Context: an optimization exercise on an open-source flow, tuned for small area, a short achievable clock period and few clock cycles per item. The choices shown serve that exercise and are no tape-out recipe.
Only simulation tests tie the RTL to the original design; equivalence was not proved.
No driver is modelled on the clock port, so clock power and skew are understated where the tree is cut down; a real chip needs a root buffer or a tree.

==> flow/design.v, too long to show whole: its modules and the start of the top module <==
// module operand_issue: 61 lines
// module array_multiplier: 2432 lines
// module csa_fa: 10 lines
// module csa_ha: 9 lines
// module product_fifo: 17 lines
// module word_serializer: 30 lines
// module mul_unit: 66 lines
module mul_unit (
   input  logic     clk,
   input  logic     reset,
   input  logic     op_valid,
   input  mul_pkg::operand_t op_a,
   input  mul_pkg::operand_t op_b,
   output logic     busy,
   output mul_pkg::word_t    res_word,
   output logic     res_valid,
   output logic     res_last
);
  // ...
==> flow/flow/run.sh <==
#!/bin/bash
set -euo pipefail
export BUFFER_PORTS_ARGS="-buffer_cell sky130_fd_sc_hd__buf_2"
export POST_GLOBAL_PLACE_TCL="$(pwd)/flow/small_inbuf.tcl"
export POST_CTS_TCL="$(pwd)/flow/drop_clock_root.tcl"
bash standard.sh > standard.log 2>&1
==> flow/flow/drop_clock_root.tcl <==
proc dcr_out_net {inst} {
  foreach it [$inst getITerms] {
    if {[$it isOutputSignal]} { return [$it getNet] }
  }
  return "NULL"
}
proc dcr_is_buf {inst} {
  return [string match "sky130_fd_sc_hd__clkbuf_*" [[$inst getMaster] getName]]
}
set block [ord::get_db_block]
set port_net "NULL"
foreach bt [$block getBTerms] {
  if {[$bt getName] eq "clk"} { set port_net [$bt getNet] }
}
# clock nets: everything reachable from the port through clock buffers
set clock_nets [list $port_net]
set todo [list $port_net]
while {[llength $todo]} {
  set net [lindex $todo 0]
  set todo [lrange $todo 1 end]
  foreach it [$net getITerms] {
    if {![$it isInputSignal]} { continue }
    set inst [$it getInst]
    set out [dcr_out_net $inst]
    if {[dcr_is_buf $inst] && $out ne "NULL"} {
      lappend clock_nets $out
      lappend todo $out
    }
  }
}
# dummy loads: cells on a clock net whose output drives nothing
set dummies 0
foreach net $clock_nets {
  foreach it [$net getITerms] {
    if {![$it isInputSignal]} { continue }
    set inst [$it getInst]
    if {[string match "*dfxtp*" [[$inst getMaster] getName]]} { continue }
    set out [dcr_out_net $inst]
    if {$out eq "NULL" || [llength [$out getITerms]] <= 1} {
      odb::dbInst_destroy $inst
      if {$out ne "NULL"} { odb::dbNet_destroy $out }
      incr dummies
    }
  }
}
set port_loads [$port_net getITerms]
set dropped 0
if {[llength $port_loads] == 1 && [dcr_is_buf [[lindex $port_loads 0] getInst]]} {
  set root [[lindex $port_loads 0] getInst]
  set root_net [dcr_out_net $root]
  set loads {}
  set all_bufs 1
  foreach it [$root_net getITerms] {
    if {![$it isInputSignal]} { continue }
    lappend loads $it
    if {![dcr_is_buf [$it getInst]]} { set all_bufs 0 }
  }
  if {$all_bufs && [llength $loads] <= 4} {
    foreach it $loads {
      $it disconnect
      $it connect $port_net
    }
    odb::dbInst_destroy $root
    odb::dbNet_destroy $root_net
    set dropped 1
  }
}
puts "drop_clock_root: removed $dummies dummy loads; root buffer removed: $dropped; the clock port drives [llength [$port_net getITerms]] pins"
==> flow/flow/small_inbuf.tcl <==
# Sourced after global placement (POST_GLOBAL_PLACE_TCL). The port buffers are buf_2 cells;
# the input ports' buffers each drive a register input or a gate close by and have plenty of
# slack, so they become buf_1 cells. Output port buffers stay buf_2.
set block [ord::get_db_block]
set n 0
foreach bt [$block getBTerms] {
  if {[$bt getIoType] ne "INPUT" || [$bt getName] eq "clk"} { continue }
  set net [$bt getNet]
  foreach it [$net getITerms] {
    set inst [$it getInst]
    if {[[$inst getMaster] getName] eq "sky130_fd_sc_hd__buf_2"} {
      replace_cell [$inst getName] sky130_fd_sc_hd__buf_1
      incr n
    }
  }
}
puts "small_inbuf: $n input port buffers are now buf_1"
==> flow/standard.sh <==
#!/bin/bash
# synth_recipe.tcl (not shown) runs the flow's synth.tcl, then flattens the netlist and writes it again
# the make line also repeats each setting of config.mk as NAME=value (left out here)
make -C /OpenROAD-flow-scripts/flow DESIGN_CONFIG=/design/flow/config.mk WORK_HOME=/design/flow/orfs CLKGATE_MAP_FILE= SYNTH_SCRIPT=/design/flow/synth_recipe.tcl "${@:-finish}"
==> flow/config.mk <==
export PLATFORM = sky130hd
export DESIGN_NAME = mul_unit
export DESIGN_NICKNAME = mul_unit
export VERILOG_FILES = /design/flow/design.v
export SDC_FILE = /design/flow/constraint.sdc
export NUM_CORES = 4
export LEC_CHECK = 0
export ABC_AREA = 1
export CAP_MARGIN = 20
export CORE_MARGIN = 2
export CORE_UTILIZATION = 60
export CTS_CLUSTER_DIAMETER = 150
export CTS_CLUSTER_SIZE = 22
export SLEW_MARGIN = 20
export SYNTH_HIERARCHICAL = 1
==> flow/constraint.sdc <==
create_clock -name core_clock -period 33.0 [get_ports {clk}]
set_input_delay 6.6000 -clock core_clock [delete_from_list [all_inputs] [get_ports {clk}]]
set_output_delay 6.6000 -clock core_clock [all_outputs]
set_load 0.01 [all_outputs]
==> flow_metrics.tcl, run 1 <==
set metrics [dict create \
    worstPathCellList "buf_2" \
    setup_viol 0 \
    grt_use_met1_pct 49.96 \
    postRouteAntennaNets 0 \
    crit_arrival_ns 0.84 \
    num_rows 73 \
    ff2ff_path_depth 30 \
    crit_start "word_serializer_i.res_last$_SDFF_PP0_" \
    status "no timing/DRC/antenna violations" \
    hold_ws_ns 0.4219 \
    grtUsageMet2_pct 58.81 \
    pin_count 134 \
    largest_reg_flops 50 \
    clk_share_pct 1.222 \
    async_flop_share_pct 0 \
    synth-xor-area-share_pct 15.37 \
    dpl.cell_count 2973 \
    path_class "register to output port" \
    final_area_sq_um 24580 \
    dominant-cell-class "multi-input gates" \
    synth-simple-area-share_pct 9.938 \
    grt_max_degree 70 \
    hold_path_class "register to register" \
    crit_path_max_incr_delay_ns 0.32 \
    synth-edff-count 48 \
    grt_overflow 0 \
    hold_path_depth 2 \
    holdPathEnd "operand_issue_i.bh_q[1]$_DFF_P_" \
    fin_ws_ns 25.56 \
    ys.warnings.count 9 \
    synth.most_common_cell "nand2_1" \
    tns_ns 0 \
    path_buf_inv 1 \
    crit_end "res_last" \
    clock_sinks 208 \
    nMultiInputCombCells 1920 \
    post-route-period-util_pct 22.56 \
    vias_per_cell 6.488 \
]
Testbench counts, summed over its fixed seeds: cycles 4,824, items 1,600.
==> inputs of run 2 (changes only) <==
--- a/flow/config.mk
+++ b/flow/config.mk
@@ -8,7 +8,7 @@
 export ABC_AREA = 1
 export CAP_MARGIN = 20
 export CORE_MARGIN = 2
-export CORE_UTILIZATION = 60
+export CORE_UTILIZATION = 80
 export CTS_CLUSTER_DIAMETER = 150
 export CTS_CLUSTER_SIZE = 22
 export SLEW_MARGIN = 20
==> flow_metrics.tcl, run 2 <==
set metrics [dict create \
    synth-edff-count 48 \
    syn-cell-area_sq_um 23980 \
    grt_pass1_wl_mm 115.0 \
    hold_path_class "register to register" \
    yosysTopAreaCellShare_pct 31.05 \
    drv_cap 0 \
    crit_path_start_kind "register" \
    start_util_pct 81.13 \
    setup_viol 0 \
    ff2ff_path_depth 25 \
    drive_above_1_share_pct 4.677 \
    rrSetupSlack_ns 26.26 \
    synth_commonest_cells "nand2_1, xor2_1, o22ai_1" \
    path_class "register to output port" \
    path_clk_slew_ns 0.09 \
    synth-xor-area-share_pct 15.37 \
    synth_top_family_by_area "adder cells" \
    r2r_end "word_serializer_i.res_word[26]$_DFF_P_" \
    r2r_start "operand_issue_i.sel_neg[0]$_DFF_P_" \
    worstPathCellList "buf_2" \
    tns_ns 0 \
    synth_flop_cell "dfxtp_1" \
    finalClockSkew_ns 0.04274 \
    path_buf_inv 1 \
    grt_use_total_pct 48.73 \
    vias_per_cell 7.087 \
    crit_start "operand_issue_i.busy$_SDFF_PP0_" \
    dr.pass1.iters 7 \
    min-delay-start "operand_issue_i.bh_q[22]$_DFF_P_" \
    crit_path_max_incr_delay_ns 0.34 \
    syn_to_final_growth_pct 1.701 \
    antenna_found_initial 6 \
    async_flop_share_pct 0 \
    yosysSeqAreaShare_pct 19.37 \
    core-area_sq_um 29560 \
    die_area_sq_um 31380 \
    path_depth 1 \
    fillers 1851 \
    required_ns 26.40 \
    grt_pass1_vias 21420 \
    clk_latency_ns 0.39 \
    regMostFlops "product_fifo_i.acc_q" \
    synth_cell_type_count 36 \
    synthMuxAreaShare_pct 0 \
    place_hpwl_mm 49.74 \
    crit_arrival_ns 0.84 \
    nNetsFinal 3042 \
    fmax_mhz 134.4 \
    drc 0 \
    rsz0062_at_grt "false" \
    synth_compound_area_share_pct 11.06 \
    hold_violations 0 \
    critical_path.endpoint_type "output port" \
    synth.area.top_cells "fa_1, xor2_1, dfxtp_1" \
    synth-simple-area-share_pct 9.938 \
    layout_commonest_cell "nand2_1" \
    grt_overflow 0 \
    drt_wl_total_mm 75.06 \
    die_w_um 177.1 \
    largest_reg_flops 50 \
    num_rows 63 \
    postRouteAntennaNets 0 \
    grt_max_degree 74 \
    synthCells 2508 \
    holdPathEnd "operand_issue_i.bh_q[6]$_DFF_P_" \
    dpl.cell_count 2837 \
    layout_common_cells "nand2_1, xor2_1, o22ai_1" \
    synth.most_common_cell "nand2_1" \
    die_h_um 177.1 \
    post-route-period-util_pct 22.54 \
    pin_count 134 \
    syn_area_per_cell_sq_um 9.563 \
    pre_cts_ws_ns 25.79 \
    hold_path_depth 2 \
    ys.warnings.count 9 \
    status "no timing/DRC/antenna violations" \
    largest_registers "product_fifo_i.acc_q x50, operand_issue_i.a_q x48" \
    first_iter_violations 2722 \
    via_count 20220 \
    crit_family "flip-flops" \
    fin_ws_ns 25.56 \
    slew_viol_final 0 \
    fin_crit_ns 7.439 \
    synth_fa_ha_area_share_pct 36.79 \
    slowest_stage "dfxtp_1" \
    relSlewSlack_pct 22.56 \
    synth.largest_area_cell "fa_1" \
    fin_cells 2853 \
    portBuffers 133 \
    routedWlPerCell_um 26.31 \
    ys_seq_elements 208 \
    worst_pin_slew_ns 1.162 \
    clock_sinks 208 \
    cp_max_fo 2 \
]
-- run 2: worst register-to-register path: cells and delay by family (launching register included) --
kind | cells | cell delay, ns
fa+ha+maj | 10 | 3.43
buf+inv | 4 | 1.06
simple gates | 8 | 0.95
xor+xnor | 2 | 0.83
flops | 1 | 0.31
compound gates | 1 | 0.08
-- run 2: worst max path at each step --
stage               slack [ns]                             endpoint
floorplan                25.96  operand_issue_i.sel_ntwo[0]$_DFF_P_
global placement         25.80  operand_issue_i.sel_ntwo[5]$_DFF_P_
detailed placement       25.79  operand_issue_i.sel_ntwo[5]$_DFF_P_
global route             25.51                                 busy
finish                   25.56                                 busy
-- run 2: cell type report --
type	count	area [sq um]	area share (%)
repair buffers	163	768.2	3.150
inverters	156	585.6	2.401
flip-flops and latches	208	4658	19.10
clock buffers	12	300.3	1.231
multi-input cells	1920	17580	72.08
diodes	4	10.01	0.04104
well taps	390	488.0	2.001
-- run 2: cells by family after synthesis --
group	after synthesis
simple gates	585
fa+ha+maj	482
compound gates	423
xor+xnor	421
buf+inv	388
flops	208
other cells	1
-- run 2: modules after synthesis, one instance, submodules excluded, a selection --
module | area (sq um) | cells | times used
array_multiplier | 9360 | 1349 | 1
csa_fa | 20.02 | 1 | 337
csa_ha | 12.51 | 1 | 55
operand_issue | 3662 | 342 | 1
product_fifo | 2147 | 244 | 1
word_serializer | 1379 | 181 | 1
-- run 2: metal layers --
| metal | global-route usage (%) | vias to the layer above | share of wire, % |
|---|---|---|---|
| li1 | - | 8157 | - |
| met1 | 58.68 | 9505 | 32 |
| met2 | 70.28 | 1918 | 42 |
| met3 | 19.07 | 635 | 16 |
| met4 | 37.60 | 4 | 9.4 |
| met5 | 0 | - | 0.036 |
-- run 2: stage by stage --
stage	area [sq um]	util, %	hold WS, ns
after floorplan	24010	-	0.3960
after global placement	24200	81.88	0.4015
after detailed placement	24080	81.46	0.4047
after global routing	24380	82.49	0.4388
final	24390	82.51	0.4054
==> inputs of run 3 (changes only) <==
--- a/flow/config.mk
+++ b/flow/config.mk
@@ -8,7 +8,7 @@
 export ABC_AREA = 1
 export CAP_MARGIN = 20
 export CORE_MARGIN = 2
-export CORE_UTILIZATION = 80
+export CORE_UTILIZATION = 70
 export CTS_CLUSTER_DIAMETER = 150
 export CTS_CLUSTER_SIZE = 22
 export SLEW_MARGIN = 20
==> flow_metrics.tcl, run 3 <==
set metrics [dict create \
    syn_area_per_cell_sq_um 9.563 \
    syn-cell-area_sq_um 23980 \
    portBuffers 133 \
    antenna_found_initial 4 \
    grt_use_met1_pct 54.74 \
    post-route-period-util_pct 22.51 \
    synth.most_common_cell "nand2_1" \
    slowest_stage "dfxtp_1" \
    crit_path_start_kind "register" \
    first_iter_violations 2216 \
    status "no timing/DRC/antenna violations" \
    grt_use_total_pct 42.72 \
    dpl.cell_count 2898 \
    drv_cap 0 \
    path_clk_slew_ns 0.10 \
    hold_ws_ns 0.4130 \
    crit_arrival_ns 0.83 \
    critical_path.endpoint_type "output port" \
    tns_ns 0 \
    crit_path_max_incr_delay_ns 0.33 \
    start_util_pct 71.34 \
    async_flop_share_pct 0 \
    synth_commonest_cells "nand2_1, xor2_1, o22ai_1" \
    fin_cells 2911 \
    fin_crit_ns 7.428 \
    drc 0 \
    ys_seq_elements 208 \
    grt_pass1_wl_mm 115.8 \
    largest_reg_flops 50 \
    layout_commonest_cell "nand2_1" \
    routedWlPerCell_um 25.89 \
    place_area_sq_um 24180 \
    clk_latency_ns 0.39 \
    final_area_sq_um 24490 \
    grt_pass1_vias 20500 \
    postRouteAntennaNets 0 \
    drive_above_1_share_pct 4.996 \
    finalClockSkew_ns 0.04876 \
    grtUsageMet2_pct 64.85 \
    yosysSeqAreaShare_pct 19.37 \
    hold_violations 0 \
    busiest_layer "met2" \
    vias_per_cell 6.705 \
    clock_sinks 208 \
    worstPathCellList "buf_2" \
    largest_registers "product_fifo_i.acc_q x50, operand_issue_i.a_q x48" \
    ys.warnings.count 9 \
    place_hpwl_mm 50.66 \
    synth.area.top_cells "fa_1, xor2_1, dfxtp_1" \
    crit_family "flip-flops" \
    fillers 2625 \
    synth.largest_area_cell "fa_1" \
    fmax_mhz 134.6 \
    path_buf_inv 1 \
    die_w_um 189.1 \
    num_rows 67 \
    synth_flop_cell "dfxtp_1" \
    die_h_um 189.1 \
    regArea_sq_um 4667 \
    final_util_pct 72.84 \
    drt_wl_total_mm 75.36 \
    core-area_sq_um 33620 \
    via_count 19520 \
    cp_max_fo 1 \
    worst_pin_slew_ns 1.187 \
    regMostFlops "product_fifo_i.acc_q" \
    multiInputGateArea_sq_um 17580 \
    die_area_sq_um 35760 \
    path_class "register to output port" \
    yosysTopAreaCellShare_pct 31.05 \
    layout_common_cells "nand2_1, xor2_1, o22ai_1" \
    synth-edff-count 48 \
    relSlewSlack_pct 20.87 \
    met3_usage_pct 11.83 \
    hold_path_class "register to register" \
    synth_cell_type_count 36 \
    nNetsFinal 3045 \
    dr.pass1.iters 6 \
    rsz0062_at_grt "false" \
    grt_max_degree 78 \
    pin_count 134 \
    syn_to_final_growth_pct 2.102 \
    required_ns 26.40 \
    setup_viol 0 \
    slew_viol_final 0 \
    synthCells 2508 \
    grt_overflow 0 \
]
==> run 3: worst reg2reg max path, cell delays in order, from the launching register on <==
cell	delay, ns
edfxtp_1	0.41
inv_1	0.55
o22ai_1	0.18
xor2_1	0.18
ha_1	0.37
fa_1	0.47
fa_1	0.42
fa_1	0.41
fa_1	0.40
fa_1	0.39
fa_1	0.37
inv_1	0.07
fa_1	0.20
inv_1	0.05
nand2_1	0.05
nand2_1	0.06
nand3_1	0.07
nand2_1	0.14
nand2_1	0.12
nand2_2	0.14
nand2_1	0.09
nand3_1	0.13
a31o_2	0.24
fa_1	0.37
xor2_1	0.50
nand2_1	0.11
nand3_1	0.22
==> run 3: per-stage QoR <==
stage	setup WS (ns)
6_report	25.57
2_1_floorplan	25.96
3_3_place_gp	25.79
5_1_grt	25.55
3_5_place_dp	25.76
==> run 3: layout make-up <==
class | instances | area share (%)
Multi-Input combinational cell | 1920 | 71.80
Clock buffer | 12 | 1.226
Antenna cell | 1 | 0.01022
Timing Repair Buffer | 166 | 3.229
Inverter | 156 | 2.391
Sequential cell | 208 | 19.06
Tap cell | 448 | 2.289
==> run 3: final timing paths <==
kind                                               start                                      to  slack [ns]  cells after the start
setup / recovery  word_serializer_i.res_word[18]$_DFF_P_                            res_word[18]       25.57                      1
setup reg to reg        operand_issue_i.a_q[2]$_DFFE_PN_  word_serializer_i.res_word[30]$_DFF_P_       26.14                     26
hold / removal          operand_issue_i.bh_q[19]$_DFF_P_         operand_issue_i.bh_q[3]$_DFF_P_        0.41                      2
hold reg to reg         operand_issue_i.bh_q[19]$_DFF_P_         operand_issue_i.bh_q[3]$_DFF_P_        0.41                      2
==> run 3: per-module statistics from Yosys (local to each module, per instance), excerpt <==
module / cells inside / copies in the design
array_multiplier: 1349 / 1
csa_fa: 1 / 337
csa_ha: 1 / 55
operand_issue: 342 / 1
product_fifo: 244 / 1
word_serializer: 181 / 1
==> run 3: layer usage <==
layer  routed length [um]  vias to the layer above  part of all wire, %
met1                26630                     9370                   35
met4                 5565                        6                  7.4
met5                   84                        -                 0.11
met2                32710                     1584                   43
met3                10370                      411                   14
li1                     -                     8147                    -
==> run 3: cell families after synthesis <==
group	after synthesis	synth area share (%)
XOR/XNOR	421	15.37
flip-flops	208	19.37
AO/OA/AOI/OAI	423	11.06
adder cells (fa/ha/maj)	482	36.79
other	1	0.01564
buffers and inverters	388	7.455
AND/OR/NAND/NOR	585	9.938

-- re-timing with driven ports --
In the flow no input, the clock included, has a driving cell. The finished layouts below were timed again as built, in two steps. Step 1 (the two cells are an assumption about what drives the block):
set clk [get_ports {clk}]
set_driving_cell -lib_cell sky130_fd_sc_hd__clkbuf_16 $clk
set_driving_cell -lib_cell sky130_fd_sc_hd__buf_2 [delete_from_list [all_inputs] $clk]
Step 2 times the ports against the registers' clock, not the clock port: input delays grow and output delays shrink by t, the midpoint of the rising clock arrivals with the driver on. Slacks: ideal ports / drivers / drivers and shift; pairs: ideal ports / drivers.
run	t, ns	setup slack, ns	clock arrival spread, ns	worst slew at a driven data input, ns
run 1	0.447	25.557 / 25.474 / 25.773	0.025 / 0.025	0.06
run 2	0.443	25.562 / 25.486 / 25.768	0.045 / 0.045	0.05
run 3	0.436	25.572 / 25.497 / 25.726	0.056 / 0.056	0.04
After both steps every run listed still meets setup and hold.
